This is an optimization exercise on Yosys and OpenROAD, whose aim is small area, a short achievable clock period and few clock cycles per item, not a production implementation.
The RTL was checked by simulation tests, not by an equivalence proof against the original design.
No driver is modelled on the clock port, so clock power and skew are understated where the tree is cut down; a real chip needs a root buffer or a tree.
Power figures rest on the tool's default switching activity, not on a simulated workload.

==> inputs of run a <==
==> flow/design.v <==
module mem_write_buffer #(
  parameter int DEPTH       = 4,
  parameter int ADDR_WIDTH  = 32,
  parameter int BLOCK_BITS  = 128,
  parameter int OFFSET_BITS = 4
) (
  input  logic                    clk,
  input  logic                    rst,
  input  logic                    mem_req,
  input  logic                    mem_rw,
  input  logic [ADDR_WIDTH-1:0]   mem_addr,
  input  logic [BLOCK_BITS-1:0]   mem_wdata,
  output logic                    mem_ready,
  output logic                    mem_resp,
  output logic [BLOCK_BITS-1:0]   mem_rdata,
  output logic                    mm_req,
  output logic                    mm_rw,
  output logic [ADDR_WIDTH-1:0]   mm_addr,
  output logic [BLOCK_BITS-1:0]   mm_wdata,
  input  logic                    mm_ready,
  input  logic                    mm_resp,
  input  logic [BLOCK_BITS-1:0]   mm_rdata,
  output logic [$clog2(DEPTH):0]  wb_count
);
  localparam int TW = ADDR_WIDTH - OFFSET_BITS;
  logic [TW-1:0]         tag;      
  logic [BLOCK_BITS-1:0] data;     
  logic                  pend;     
  logic                  rd1;      
  logic                  rd2;      
  logic                  rfl;      
  logic                  wfl;      
  logic                  dfree;    
  logic                  den;      
  logic                  wbc;
  logic accept, acc_rd, take, fill, cap_rd;
  logic pend_n, rd0_n, rd1_n, rd2_n, rfl_n, wfl_n, mm_rw_n;
  assign accept = mem_req && mem_ready;
  assign acc_rd = accept && !mem_rw;
  assign take   = mm_req && mm_ready;
  assign fill   = rfl && mm_resp;
  assign cap_rd = mem_req && !mem_rw && !pend && !accept;
  assign mm_addr   = {tag, {OFFSET_BITS{1'b0}}};
  assign mm_wdata  = data;
  assign mem_rdata = data;
  assign wb_count  = {{$clog2(DEPTH){1'b0}}, wbc};
  always_comb begin
    pend_n  = accept || (pend && !take);
    rd1_n   = (!rd1 && !rd2 && acc_rd) || (rd1 && (acc_rd == fill)) || (rd2 && fill);
    rd2_n   = (rd1 && acc_rd && !fill) || (rd2 && !fill);
    rd0_n   = !rd1_n && !rd2_n;
    rfl_n   = (take && !mm_rw) || (rfl && !mm_resp);
    wfl_n   = (take && mm_rw) || (wfl && !mm_resp);
    mm_rw_n = pend ? mm_rw : mem_rw;
  end
  always_ff @(posedge clk) begin
    if (!pend) begin
      tag   <= mem_addr[ADDR_WIDTH-1:OFFSET_BITS];
      mm_rw <= mem_rw;
    end
    data <= (mem_wdata & {BLOCK_BITS{dfree}}) | (mm_rdata & {BLOCK_BITS{rfl}}) |
            (data & {BLOCK_BITS{!den}});
  end
  always_ff @(posedge clk or negedge rst) begin
    if (!rst) begin
      pend      <= 1'b0;
      rd1       <= 1'b0;
      rd2       <= 1'b0;
      rfl       <= 1'b0;
      wfl       <= 1'b0;
      dfree     <= 1'b0;
      den       <= 1'b0;
      wbc       <= 1'b0;
      mm_req    <= 1'b0;
      mem_ready <= 1'b0;
      mem_resp  <= 1'b0;
    end else begin
      pend      <= pend_n;
      rd1       <= rd1_n;
      rd2       <= rd2_n;
      rfl       <= rfl_n;
      wfl       <= wfl_n;
      dfree     <= !pend_n && rd0_n;
      den       <= (!pend_n && rd0_n) || rfl_n;
      wbc       <= pend_n && mm_rw_n;
      mm_req    <= pend_n && !rfl_n && !wfl_n;
      mem_ready <= !pend_n && (rd0_n || (rd1_n && cap_rd));
      mem_resp  <= (accept && mem_rw) || fill;
    end
  end
endmodule
==> flow/flow/run.sh <==
#!/bin/bash
# The standard layout, with:
# - the smallest buffer on every input and output port;
# - the pins one routing track apart, and the pins of each data bit
#   (mem_wdata, mm_rdata, mem_rdata, mm_wdata) and of each address bit
#   (mem_addr, mm_addr) placed next to each other;
# - port buffers kept at the smallest size by timing repair (flow/pre_cts.tcl,
#   released again by flow/final_pre.tcl before the final power connection);
# - a two-level clock tree (flow/clock_tree.tcl, run after the CTS step's own
#   tree and replacing it): the clock port drives four buffers, each driving
#   two buffers that each drive one group of nearby flip-flops.
set -euo pipefail
groups=""
for i in $(seq 0 127); do
  groups+=" -group_pins {mem_wdata[$i] mm_rdata[$i] mem_rdata[$i] mm_wdata[$i]}"
done
for i in $(seq 4 31); do
  groups+=" -group_pins {mem_addr[$i] mm_addr[$i]}"
done
bash standard.sh finish \
  "BUFFER_PORTS_ARGS=-buffer_cell sky130_fd_sc_hd__buf_1" \
  "PLACE_PINS_ARGS=-min_distance 1 -min_distance_in_tracks$groups" \
  "CTS_ARGS=-sink_clustering_enable -repair_clock_nets -apply_ndr none" \
  "PRE_CTS_TCL=$(pwd)/flow/pre_cts.tcl" \
  "POST_CTS_TCL=$(pwd)/flow/clock_tree.tcl" \
  "PRE_FINAL_REPORT_TCL=$(pwd)/flow/final_pre.tcl" \
  > flow_make.log 2>&1
==> flow/flow/clock_tree.tcl <==
# Clock tree of this design, built in place of the one clock_tree_synthesis
# made: the clock port drives four buf_12, each of which drives three
# buf_8, each of which drives the clock pins of one group of nearby
# flip-flops. Every flip-flop is two buffers from the clock port, so all clock
# pins see about the same delay.
set ct_block [ord::get_db_block]
set ct_db [ord::get_db]
set ct_port_net [[$ct_block findBTerm clk] getNet]
set ct_ntop 4
set ct_nleaf 12
set ct_top_master [$ct_db findMaster sky130_fd_sc_hd__buf_12]
set ct_leaf_master [$ct_db findMaster sky130_fd_sc_hd__buf_8]

# Walk the existing clock network from the port: flip-flop clock pins are the
# sinks; every other cell on it is a clock buffer or inverter to take out.
set ct_sinks {}
set ct_old_insts {}
set ct_old_nets {}
set ct_todo [list $ct_port_net]
while {[llength $ct_todo]} {
  set net [lindex $ct_todo 0]
  set ct_todo [lrange $ct_todo 1 end]
  foreach it [$net getITerms] {
    if {![$it isInputSignal] && [$it getIoType] ne "INPUT"} { continue }
    set inst [$it getInst]
    set mname [[$inst getMaster] getName]
    if {[[$it getMTerm] getName] eq "CLK"} {
      lappend ct_sinks $it
    } else {
      lappend ct_old_insts $inst
      foreach ot [$inst getITerms] {
        if {[$ot getIoType] eq "OUTPUT" && [$ot getNet] ne "NULL"} {
          lappend ct_old_nets [$ot getNet]
          lappend ct_todo [$ot getNet]
        }
      }
    }
  }
}
puts "clock_tree: [llength $ct_sinks] sinks, removing [llength $ct_old_insts] cells"

foreach it $ct_sinks { $it disconnect }
foreach inst $ct_old_insts { odb::dbInst_destroy $inst }
foreach net $ct_old_nets { odb::dbNet_destroy $net }

# Flip-flop positions (centre of each cell).
set ct_pts {}
foreach it $ct_sinks {
  set box [[$it getInst] getBBox]
  lappend ct_pts [list [expr {([$box xMin] + [$box xMax]) / 2.0}] [expr {([$box yMin] + [$box yMax]) / 2.0}]]
}
set die [$ct_block getDieArea]
set cx [expr {([$die xMin] + [$die xMax]) / 2.0}]
set cy [expr {([$die yMin] + [$die yMax]) / 2.0}]

# Split points (a list of {x y}) into n groups: contiguous arcs of equal size
# by angle around the die's centre, then a few k-means rounds. Returns the
# group of each point and the groups' centres.
proc ct_group {pts n cx cy} {
  set idx {}
  set i 0
  foreach p $pts {
    lappend idx [list $i [expr {atan2([lindex $p 1] - $cy, [lindex $p 0] - $cx)}]]
    incr i
  }
  set idx [lsort -real -index 1 $idx]
  set m [llength $pts]
  set assign [lrepeat $m 0]
  set r 0
  foreach e $idx {
    lset assign [lindex $e 0] [expr {$r * $n / $m}]
    incr r
  }
  for {set iter 0} {$iter <= 20} {incr iter} {
    set cents {}
    for {set k 0} {$k < $n} {incr k} {
      set sx 0.0; set sy 0.0; set c 0
      foreach p $pts a $assign {
        if {$a == $k} { set sx [expr {$sx + [lindex $p 0]}]; set sy [expr {$sy + [lindex $p 1]}]; incr c }
      }
      if {$c} { lappend cents [list [expr {$sx / $c}] [expr {$sy / $c}]] } else { lappend cents [list $cx $cy] }
    }
    if {$iter == 20} { break }
    set assign {}
    foreach p $pts {
      set best 0; set bd 1e30
      for {set k 0} {$k < $n} {incr k} {
        set c [lindex $cents $k]
        set d [expr {abs([lindex $p 0] - [lindex $c 0]) + abs([lindex $p 1] - [lindex $c 1])}]
        if {$d < $bd} { set bd $d; set best $k }
      }
      lappend assign $best
    }
  }
  return [list $assign $cents]
}

proc ct_buffer {block master name in_net out_net pos} {
  set inst [odb::dbInst_create $block $master $name]
  [$inst findITerm A] connect $in_net
  [$inst findITerm X] connect $out_net
  $inst setLocation [expr {int([lindex $pos 0])}] [expr {int([lindex $pos 1])}]
  $inst setPlacementStatus PLACED
  return $inst
}

# Leaf buffers, each driving one group of nearby flip-flops.
lassign [ct_group $ct_pts $ct_nleaf $cx $cy] leaf_of leaf_pos
set leaf_nets {}
for {set k 0} {$k < $ct_nleaf} {incr k} {
  set net [odb::dbNet_create $ct_block "clknet_leaf_$k"]
  $net setSigType CLOCK
  lappend leaf_nets $net
  set m 0
  foreach it $ct_sinks a $leaf_of {
    if {$a == $k} { $it connect $net; incr m }
  }
  puts "clock_tree: leaf $k: $m sinks"
}
# Top buffers, driven by the clock port, each driving a group of leaves.
lassign [ct_group $leaf_pos $ct_ntop $cx $cy] top_of top_pos
for {set t 0} {$t < $ct_ntop} {incr t} {
  set net [odb::dbNet_create $ct_block "clknet_top_$t"]
  $net setSigType CLOCK
  ct_buffer $ct_block $ct_top_master "clkbuf_top_$t" $ct_port_net $net [lindex $top_pos $t]
  for {set k 0} {$k < $ct_nleaf} {incr k} {
    if {[lindex $top_of $k] == $t} {
      ct_buffer $ct_block $ct_leaf_master "clkbuf_leaf_$k" $net [lindex $leaf_nets $k] [lindex $leaf_pos $k]
    }
  }
}
$ct_port_net setSigType CLOCK

# Legalize the new buffers, then repair timing on the new tree as the CTS step
# does on its own.
set_propagated_clock [all_clocks]
detailed_placement
estimate_parasitics -placement
repair_timing_helper
detailed_placement
check_placement -verbose
==> flow/flow/final_pre.tcl <==
# Before the final report's global_connect: release the port buffers that
# flow/pre_cts.tcl marked don't-touch, so that they are connected to the
# power nets like every other cell.
foreach inst [[ord::get_db_block] getInsts] {
  if {[$inst isDoNotTouch]} { $inst setDoNotTouch 0 }
}
==> flow/flow/pre_cts.tcl <==
# Keep the input and output port buffers as buffer_ports made them (the
# smallest buffer): timing repair after this point works on the design's own
# logic only.
foreach inst [[ord::get_db_block] getInsts] {
  if {[regexp {^(input|output)[0-9]+$} [$inst getName]]} { $inst setDoNotTouch 1 }
}
==> flow/standard.sh <==
#!/bin/bash
# synth_recipe.tcl (not shown) runs the flow's synth.tcl, then flattens the netlist and writes it again
# the make line also repeats each setting of config.mk as NAME=value (left out here)
make -C /OpenROAD-flow-scripts/flow DESIGN_CONFIG=/design/flow/config.mk WORK_HOME=/design/flow/orfs CLKGATE_MAP_FILE= SYNTH_SCRIPT=/design/flow/synth_recipe.tcl "${@:-finish}"
==> flow/config.mk <==
export PLATFORM = sky130hd
export DESIGN_NAME = mem_write_buffer
export DESIGN_NICKNAME = mem_write_buffer
export VERILOG_FILES = /design/flow/design.v
export SDC_FILE = /design/flow/constraint.sdc
export NUM_CORES = 4
export LEC_CHECK = 0
export ABC_AREA = 1
export CAP_MARGIN = 20
export CELL_PAD_IN_SITES_DETAIL_PLACEMENT = 0
export CELL_PAD_IN_SITES_GLOBAL_PLACEMENT = 0
export CORE_AREA = 5 5 145 145
export DIE_AREA = 0 0 150 150
export SETUP_SLACK_MARGIN = 3.95
export SLEW_MARGIN = 20
==> flow/constraint.sdc <==
create_clock -name core_clock -period 6.0 [get_ports {clk}]
set_input_delay 1.2000 -clock core_clock [delete_from_list [all_inputs] [get_ports {clk}]]
set_output_delay 1.2000 -clock core_clock [all_outputs]
set_load 0.01 [all_outputs]
==> inputs of run b, as changes to run a <==
--- a/flow/flow/run.sh
+++ b/flow/flow/run.sh
@@ -5,3 +5,4 @@
 #   (mem_wdata, mm_rdata, mem_rdata, mm_wdata) and of each address bit
-#   (mem_addr, mm_addr) placed next to each other;
+#   (mem_addr, mm_addr) placed next to each other, and the control pins
+#   together;
 # - port buffers kept at the smallest size by timing repair (flow/pre_cts.tcl,
@@ -19,2 +20,3 @@
 done
+groups+=" -group_pins {rst mem_req mem_rw mem_ready mem_resp mm_req mm_rw mm_ready mm_resp wb_count[0] wb_count[1] wb_count[2]}"
 bash standard.sh finish \
CELL_PAD_IN_SITES_DETAIL_PLACEMENT = default   (was 0)
CELL_PAD_IN_SITES_GLOBAL_PLACEMENT = default   (was 0)
==> results.txt <==
| item | run a | run b |
|---|---|---|
| Total of warnings raised by yosys | 1 | 1 |
| Post-synthesis sequential area ratio | 51.26% | 51.26% |
| Post-synth EDFFs | 28 | 28 |
| Most numerous cell in the Yosys netlist | sky130_fd_sc_hd__nand2_1 | sky130_fd_sc_hd__nand2_1 |
| Synth area leader | sky130_fd_sc_hd__dfxtp_1 | sky130_fd_sc_hd__dfxtp_1 |
| XOR/XNOR Fraction of Synth Area | 0% | 0% |
| Starting utilization of the core area | 37.20% | 37.20% |
| Area fraction in compound gates after synthesis | 0.3641% | 0.3641% |
| Number of unique standard cell types used by synthesis | 17 | 17 |
| X dimension of the die | 150 µm | 150 µm |
| Dominant synthesized flop cell | sky130_fd_sc_hd__dfxtp_1 | sky130_fd_sc_hd__dfxtp_1 |
| Simple-Gate Fraction of Synth Area | 30.47% | 30.47% |
| Status | finished clean | did not finish |
| Stage where the flow stopped | - | I/O pin placement |
| Instance count of the mapped netlist | 895 | 895 |
| Synthesized-area fraction occupied by adder cells | 0% | 0% |
| Cell Rows | 51 | 51 |
| Cell Area, Synth | 0.007216 mm² | 0.007216 mm² |
| Register bit count reported by yosys | 168 | 168 |
| Post-synthesis area per instance | 8.062 µm² | 8.062 µm² |
| Mux share of post-synthesis cell area | 0% | 0% |
| Die boundary height | 150 µm | 150 µm |
| Post-synth top area share | 35.79% | 35.79% |
| Proportion of register bits with asynchronous set or reset after synthesis | 6.548% | 6.548% |
Testbench counts of run a, summed over its fixed seeds: cycles 251,719, items 48,000.
Testbench counts of run b, summed over its fixed seeds: cycles 251,719, items 48,000.
The clock cells of run a come from the design's own scripts or RTL, not from TritonCTS.

==> v8 <==
// mem_write_buffer: RTL as listed in full above, without the edits since
==> flow/config.mk <==
export PLATFORM = sky130hd
export DESIGN_NAME = mem_write_buffer
export DESIGN_NICKNAME = mem_write_buffer
export VERILOG_FILES = /design/flow/design.v
export SDC_FILE = /design/flow/constraint.sdc
export NUM_CORES = 4
export LEC_CHECK = 0
export ABC_AREA = 1
export CAP_MARGIN = 20
export CORE_AREA = 5 5 145 145
export DIE_AREA = 0 0 150 150
export SETUP_SLACK_MARGIN = 4.05
export SLEW_MARGIN = 20
==> flow/constraint.sdc <==
create_clock -name core_clock -period 6.0 [get_ports {clk}]
set_input_delay 1.2000 -clock core_clock [delete_from_list [all_inputs] [get_ports {clk}]]
set_output_delay 1.2000 -clock core_clock [all_outputs]
set_load 0.01 [all_outputs]
standard.sh (not shown) runs the stock make flow with config.mk's settings and CLKGATE_MAP_FILE= SYNTH_SCRIPT=/design/flow/synth_recipe.tcl, a recipe that flattens the netlist after the stock synthesis.
==> flow/flow/run.sh <==
#!/bin/bash
# The standard layout, with:
# - the smallest buffer on every input and output port;
# - the pins one routing track apart, and the pins of each data bit
#   (mem_wdata, mm_rdata, mem_rdata, mm_wdata) and of each address bit
#   (mem_addr, mm_addr) placed next to each other;
# - port buffers kept at the smallest size by timing repair (flow/pre_cts.tcl,
#   released again by flow/final_pre.tcl before the final power connection);
# - a two-level clock tree (flow/clock_tree.tcl, run after the CTS step's own
#   tree and replacing it): the clock port drives four buffers, each driving
#   two buffers that each drive one group of nearby flip-flops.
set -euo pipefail
groups=""
for i in $(seq 0 127); do
  groups+=" -group_pins {mem_wdata[$i] mm_rdata[$i] mem_rdata[$i] mm_wdata[$i]}"
done
for i in $(seq 4 31); do
  groups+=" -group_pins {mem_addr[$i] mm_addr[$i]}"
done
bash standard.sh finish \
  "BUFFER_PORTS_ARGS=-buffer_cell sky130_fd_sc_hd__buf_1" \
  "PLACE_PINS_ARGS=-min_distance 1 -min_distance_in_tracks$groups" \
  "CTS_ARGS=-sink_clustering_enable -repair_clock_nets -apply_ndr none" \
  "PRE_CTS_TCL=$(pwd)/flow/pre_cts.tcl" \
  "POST_CTS_TCL=$(pwd)/flow/clock_tree.tcl" \
  "PRE_FINAL_REPORT_TCL=$(pwd)/flow/final_pre.tcl" \
  > flow_make.log 2>&1
==> flow/flow/clock_tree.tcl <==
# Clock tree of this design, built in place of the one clock_tree_synthesis
# made: the clock port drives four buf_12, each of which drives three
# buf_8, each of which drives the clock pins of one group of nearby
# flip-flops. Every flip-flop is two buffers from the clock port, so all clock
# pins see about the same delay.
set ct_block [ord::get_db_block]
set ct_db [ord::get_db]
set ct_port_net [[$ct_block findBTerm clk] getNet]
set ct_ntop 4
set ct_nleaf 12
set ct_top_master [$ct_db findMaster sky130_fd_sc_hd__buf_12]
set ct_leaf_master [$ct_db findMaster sky130_fd_sc_hd__buf_8]

# Walk the existing clock network from the port: flip-flop clock pins are the
# sinks; every other cell on it is a clock buffer or inverter to take out.
set ct_sinks {}
set ct_old_insts {}
set ct_old_nets {}
set ct_todo [list $ct_port_net]
while {[llength $ct_todo]} {
  set net [lindex $ct_todo 0]
  set ct_todo [lrange $ct_todo 1 end]
  foreach it [$net getITerms] {
    if {![$it isInputSignal] && [$it getIoType] ne "INPUT"} { continue }
    set inst [$it getInst]
    set mname [[$inst getMaster] getName]
    if {[[$it getMTerm] getName] eq "CLK"} {
      lappend ct_sinks $it
    } else {
      lappend ct_old_insts $inst
      foreach ot [$inst getITerms] {
        if {[$ot getIoType] eq "OUTPUT" && [$ot getNet] ne "NULL"} {
          lappend ct_old_nets [$ot getNet]
          lappend ct_todo [$ot getNet]
        }
      }
    }
  }
}
puts "clock_tree: [llength $ct_sinks] sinks, removing [llength $ct_old_insts] cells"

foreach it $ct_sinks { $it disconnect }
foreach inst $ct_old_insts { odb::dbInst_destroy $inst }
foreach net $ct_old_nets { odb::dbNet_destroy $net }

# Flip-flop positions (centre of each cell).
set ct_pts {}
foreach it $ct_sinks {
  set box [[$it getInst] getBBox]
  lappend ct_pts [list [expr {([$box xMin] + [$box xMax]) / 2.0}] [expr {([$box yMin] + [$box yMax]) / 2.0}]]
}
set die [$ct_block getDieArea]
set cx [expr {([$die xMin] + [$die xMax]) / 2.0}]
set cy [expr {([$die yMin] + [$die yMax]) / 2.0}]

# Split points (a list of {x y}) into n groups: contiguous arcs of equal size
# by angle around the die's centre, then a few k-means rounds. Returns the
# group of each point and the groups' centres.
proc ct_group {pts n cx cy} {
  set idx {}
  set i 0
  foreach p $pts {
    lappend idx [list $i [expr {atan2([lindex $p 1] - $cy, [lindex $p 0] - $cx)}]]
    incr i
  }
  set idx [lsort -real -index 1 $idx]
  set m [llength $pts]
  set assign [lrepeat $m 0]
  set r 0
  foreach e $idx {
    lset assign [lindex $e 0] [expr {$r * $n / $m}]
    incr r
  }
  for {set iter 0} {$iter <= 20} {incr iter} {
    set cents {}
    for {set k 0} {$k < $n} {incr k} {
      set sx 0.0; set sy 0.0; set c 0
      foreach p $pts a $assign {
        if {$a == $k} { set sx [expr {$sx + [lindex $p 0]}]; set sy [expr {$sy + [lindex $p 1]}]; incr c }
      }
      if {$c} { lappend cents [list [expr {$sx / $c}] [expr {$sy / $c}]] } else { lappend cents [list $cx $cy] }
    }
    if {$iter == 20} { break }
    set assign {}
    foreach p $pts {
      set best 0; set bd 1e30
      for {set k 0} {$k < $n} {incr k} {
        set c [lindex $cents $k]
        set d [expr {abs([lindex $p 0] - [lindex $c 0]) + abs([lindex $p 1] - [lindex $c 1])}]
        if {$d < $bd} { set bd $d; set best $k }
      }
      lappend assign $best
    }
  }
  return [list $assign $cents]
}

proc ct_buffer {block master name in_net out_net pos} {
  set inst [odb::dbInst_create $block $master $name]
  [$inst findITerm A] connect $in_net
  [$inst findITerm X] connect $out_net
  $inst setLocation [expr {int([lindex $pos 0])}] [expr {int([lindex $pos 1])}]
  $inst setPlacementStatus PLACED
  return $inst
}

# Leaf buffers, each driving one group of nearby flip-flops.
lassign [ct_group $ct_pts $ct_nleaf $cx $cy] leaf_of leaf_pos
set leaf_nets {}
for {set k 0} {$k < $ct_nleaf} {incr k} {
  set net [odb::dbNet_create $ct_block "clknet_leaf_$k"]
  $net setSigType CLOCK
  lappend leaf_nets $net
  set m 0
  foreach it $ct_sinks a $leaf_of {
    if {$a == $k} { $it connect $net; incr m }
  }
  puts "clock_tree: leaf $k: $m sinks"
}
# Top buffers, driven by the clock port, each driving a group of leaves.
lassign [ct_group $leaf_pos $ct_ntop $cx $cy] top_of top_pos
for {set t 0} {$t < $ct_ntop} {incr t} {
  set net [odb::dbNet_create $ct_block "clknet_top_$t"]
  $net setSigType CLOCK
  ct_buffer $ct_block $ct_top_master "clkbuf_top_$t" $ct_port_net $net [lindex $top_pos $t]
  for {set k 0} {$k < $ct_nleaf} {incr k} {
    if {[lindex $top_of $k] == $t} {
      ct_buffer $ct_block $ct_leaf_master "clkbuf_leaf_$k" $net [lindex $leaf_nets $k] [lindex $leaf_pos $k]
    }
  }
}
$ct_port_net setSigType CLOCK

# Legalize the new buffers, then repair timing on the new tree as the CTS step
# does on its own.
set_propagated_clock [all_clocks]
detailed_placement
estimate_parasitics -placement
repair_timing_helper
detailed_placement
check_placement -verbose
==> flow/flow/final_pre.tcl <==
# Before the final report's global_connect: release the port buffers that
# flow/pre_cts.tcl marked don't-touch, so that they are connected to the
# power nets like every other cell.
foreach inst [[ord::get_db_block] getInsts] {
  if {[$inst isDoNotTouch]} { $inst setDoNotTouch 0 }
}
==> flow/flow/pre_cts.tcl <==
# Keep the input and output port buffers as buffer_ports made them (the
# smallest buffer): timing repair after this point works on the design's own
# logic only.
foreach inst [[ord::get_db_block] getInsts] {
  if {[regexp {^(input|output)[0-9]+$} [$inst getName]]} { $inst setDoNotTouch 1 }
}
==> v34 (differences from v8) <==
--- a/flow/config.mk
+++ b/flow/config.mk
@@ -10,4 +10,5 @@
 export CORE_AREA = 5 5 145 145
 export DIE_AREA = 0 0 150 150
-export SETUP_SLACK_MARGIN = 4.05
+export PLACE_DENSITY = 0.8
+export SETUP_SLACK_MARGIN = 3.95
 export SLEW_MARGIN = 20
==> v11 (differences from v8) <==
--- a/flow/design.v
+++ b/flow/design.v
@@ -59,6 +59,6 @@
       mm_rw <= mem_rw;
     end
-    data <= (mem_wdata & {BLOCK_BITS{dfree}}) | (mm_rdata & {BLOCK_BITS{rfl}}) |
-            (data & {BLOCK_BITS{!den}});
+    if (den)
+      data <= (mem_wdata & {BLOCK_BITS{dfree}}) | (mm_rdata & {BLOCK_BITS{rfl}});
   end
   always_ff @(posedge clk or negedge rst) begin
==> flow/flow/run.sh (replaced) <==
#!/bin/bash
# The standard layout, with:
# - the smallest buffer on every input and output port;
# - the pins one routing track apart, and the pins of each data bit
#   (mem_wdata, mm_rdata, mem_rdata, mm_wdata) and of each address bit
#   (mem_addr, mm_addr) placed next to each other;
# - a one-level clock tree (flow/clock_tree.tcl, run after the CTS step's own
#   tree and replacing it): the clock port drives four clkbuf_16, each driving
#   one group of nearby flip-flops.
set -euo pipefail
groups=""
for i in $(seq 0 127); do
  groups+=" -group_pins {mem_wdata[$i] mm_rdata[$i] mem_rdata[$i] mm_wdata[$i]}"
done
for i in $(seq 4 31); do
  groups+=" -group_pins {mem_addr[$i] mm_addr[$i]}"
done
bash standard.sh finish \
  "BUFFER_PORTS_ARGS=-buffer_cell sky130_fd_sc_hd__buf_1" \
  "PLACE_PINS_ARGS=-min_distance 1 -min_distance_in_tracks$groups" \
  "CTS_ARGS=-sink_clustering_enable -repair_clock_nets -apply_ndr none" \
  "POST_CTS_TCL=$(pwd)/flow/clock_tree.tcl" \
  > flow_make.log 2>&1
--- a/flow/flow/clock_tree.tcl
+++ b/flow/flow/clock_tree.tcl
@@ -1,5 +1,5 @@
 # Clock tree of this design, built in place of the one clock_tree_synthesis
-# made: the clock port drives four buf_12, each of which drives three
-# buf_8, each of which drives the clock pins of one group of nearby
+# made: the clock port drives four clkbuf_16, each of which drives two
+# clkbuf_16, each of which drives the clock pins of one group of nearby
 # flip-flops. Every flip-flop is two buffers from the clock port, so all clock
 # pins see about the same delay.
@@ -8,7 +8,7 @@
 set ct_port_net [[$ct_block findBTerm clk] getNet]
 set ct_ntop 4
-set ct_nleaf 12
-set ct_top_master [$ct_db findMaster sky130_fd_sc_hd__buf_12]
-set ct_leaf_master [$ct_db findMaster sky130_fd_sc_hd__buf_8]
+set ct_nleaf 8
+set ct_top_master [$ct_db findMaster sky130_fd_sc_hd__clkbuf_16]
+set ct_leaf_master [$ct_db findMaster sky130_fd_sc_hd__clkbuf_16]
 
 # Walk the existing clock network from the port: flip-flop clock pins are the
--- a/flow/config.mk
+++ b/flow/config.mk
@@ -8,6 +8,6 @@
 export ABC_AREA = 1
 export CAP_MARGIN = 20
-export CORE_AREA = 5 5 145 145
-export DIE_AREA = 0 0 150 150
-export SETUP_SLACK_MARGIN = 4.05
+export CORE_AREA = 5 5 115 115
+export DIE_AREA = 0 0 120 120
+export SETUP_SLACK_MARGIN = 4
 export SLEW_MARGIN = 20
removed: flow/flow/final_pre.tcl
removed: flow/flow/pre_cts.tcl
==> summary of the runs <==
v8 went through all stages and came out clean. v11 ran to the end with no violations. v34 died in I/O pin placement (3_2_place_iop). Critical path depth is the same in v11 and v8. Against v8, the worst setup slack of v11 is lower by 0.11 ns. Of v11 and v8, v8 has the higher combinational power (gap 26%, measured against v8). Of v8 and v11, v8 has the higher die area (gap about 56%, measured against v11). Against v8, the hold slack of v11 is higher by 0.092 ns. In v8 the routed wire length is smaller than in v11, by 2.4%. In v8 the total power is higher than in v11, by about 14%.
==> figures <==
quantity                                                     v8         v11                                v34
Run status                     no timing/DRC/antenna violations  no timing/DRC/antenna violations          aborted with a tool error
Failing step                                                  -           -  I/O pin placement (3_2_place_iop)
Type of the tightest min-delay check                 reg -> reg  reg -> reg                                  -
Hold-critical path depth                                      2           2                                  -
Setup repair after global routing missed its margin        true        true                                  -
Count of boundary I/O pins                                  589         589                                  -
Most used flip-flop cell after synthesis                dfxtp_1    edfxtp_1                            dfxtp_1
Slew Viols, Final                                             0           0                                  -
Total placed instance area                             8516 um2    8701 um2                                  -
Met1 wire length                                       8.420 mm    7.578 mm                                  -
Syn Area/Cell                                         8.062 um2   15.19 um2                          8.062 um2
Max Clk Rate                                          505.9 MHz   478.4 MHz                                  -
Combinational power                                   0.00219 W   0.00163 W                                  -
Post-DR vias/cell                                         4.515       5.690                                  -
Final-report hold violation count                             0           0                                  -
Final design area excluding fillers                    8990 um2    9418 um2                                  -
Clock Pin Slew Worst Setup and Hold Paths               0.09 ns     0.09 ns                                  -
Testbench counts of v8, summed over its fixed seeds: cycles 251,719, items 48,000.
Testbench counts of v34, summed over its fixed seeds: cycles 251,719, items 48,000.
Testbench counts of v11, summed over its fixed seeds: cycles 251,719, items 48,000.
In v8 and v11 the design's own scripts or RTL, not TritonCTS, make the clock network.

afterwards: timing with drivers on the ports:
How much do the figures lean on ideal ports? The routed layouts below were timed once more, with nothing changed but the port constraints. Step 1: set_driving_cell puts a clkbuf_16 on clk and a buf_2 on each other input, an assumption about the parent block. Step 2 also shifts input and output timing later by t, the mid clock arrival at the registers, as if the neighbouring blocks saw the same clock. Slacks: no drivers / after step 1 / after step 2; pairs: no drivers / after step 1.
| run | t, ns | setup slack, ns | worst setup path at the end |
|---|---|---|---|
| run a | 0.312 | 4.023 / 3.933 / 3.972 | input to register |
| v8 | 0.312 | 4.023 / 3.933 / 3.972 | input to register |
| v11 | 0.362 | 3.910 / 3.821 / 3.942 | input to register |
After both steps setup and hold are still met in every run listed.
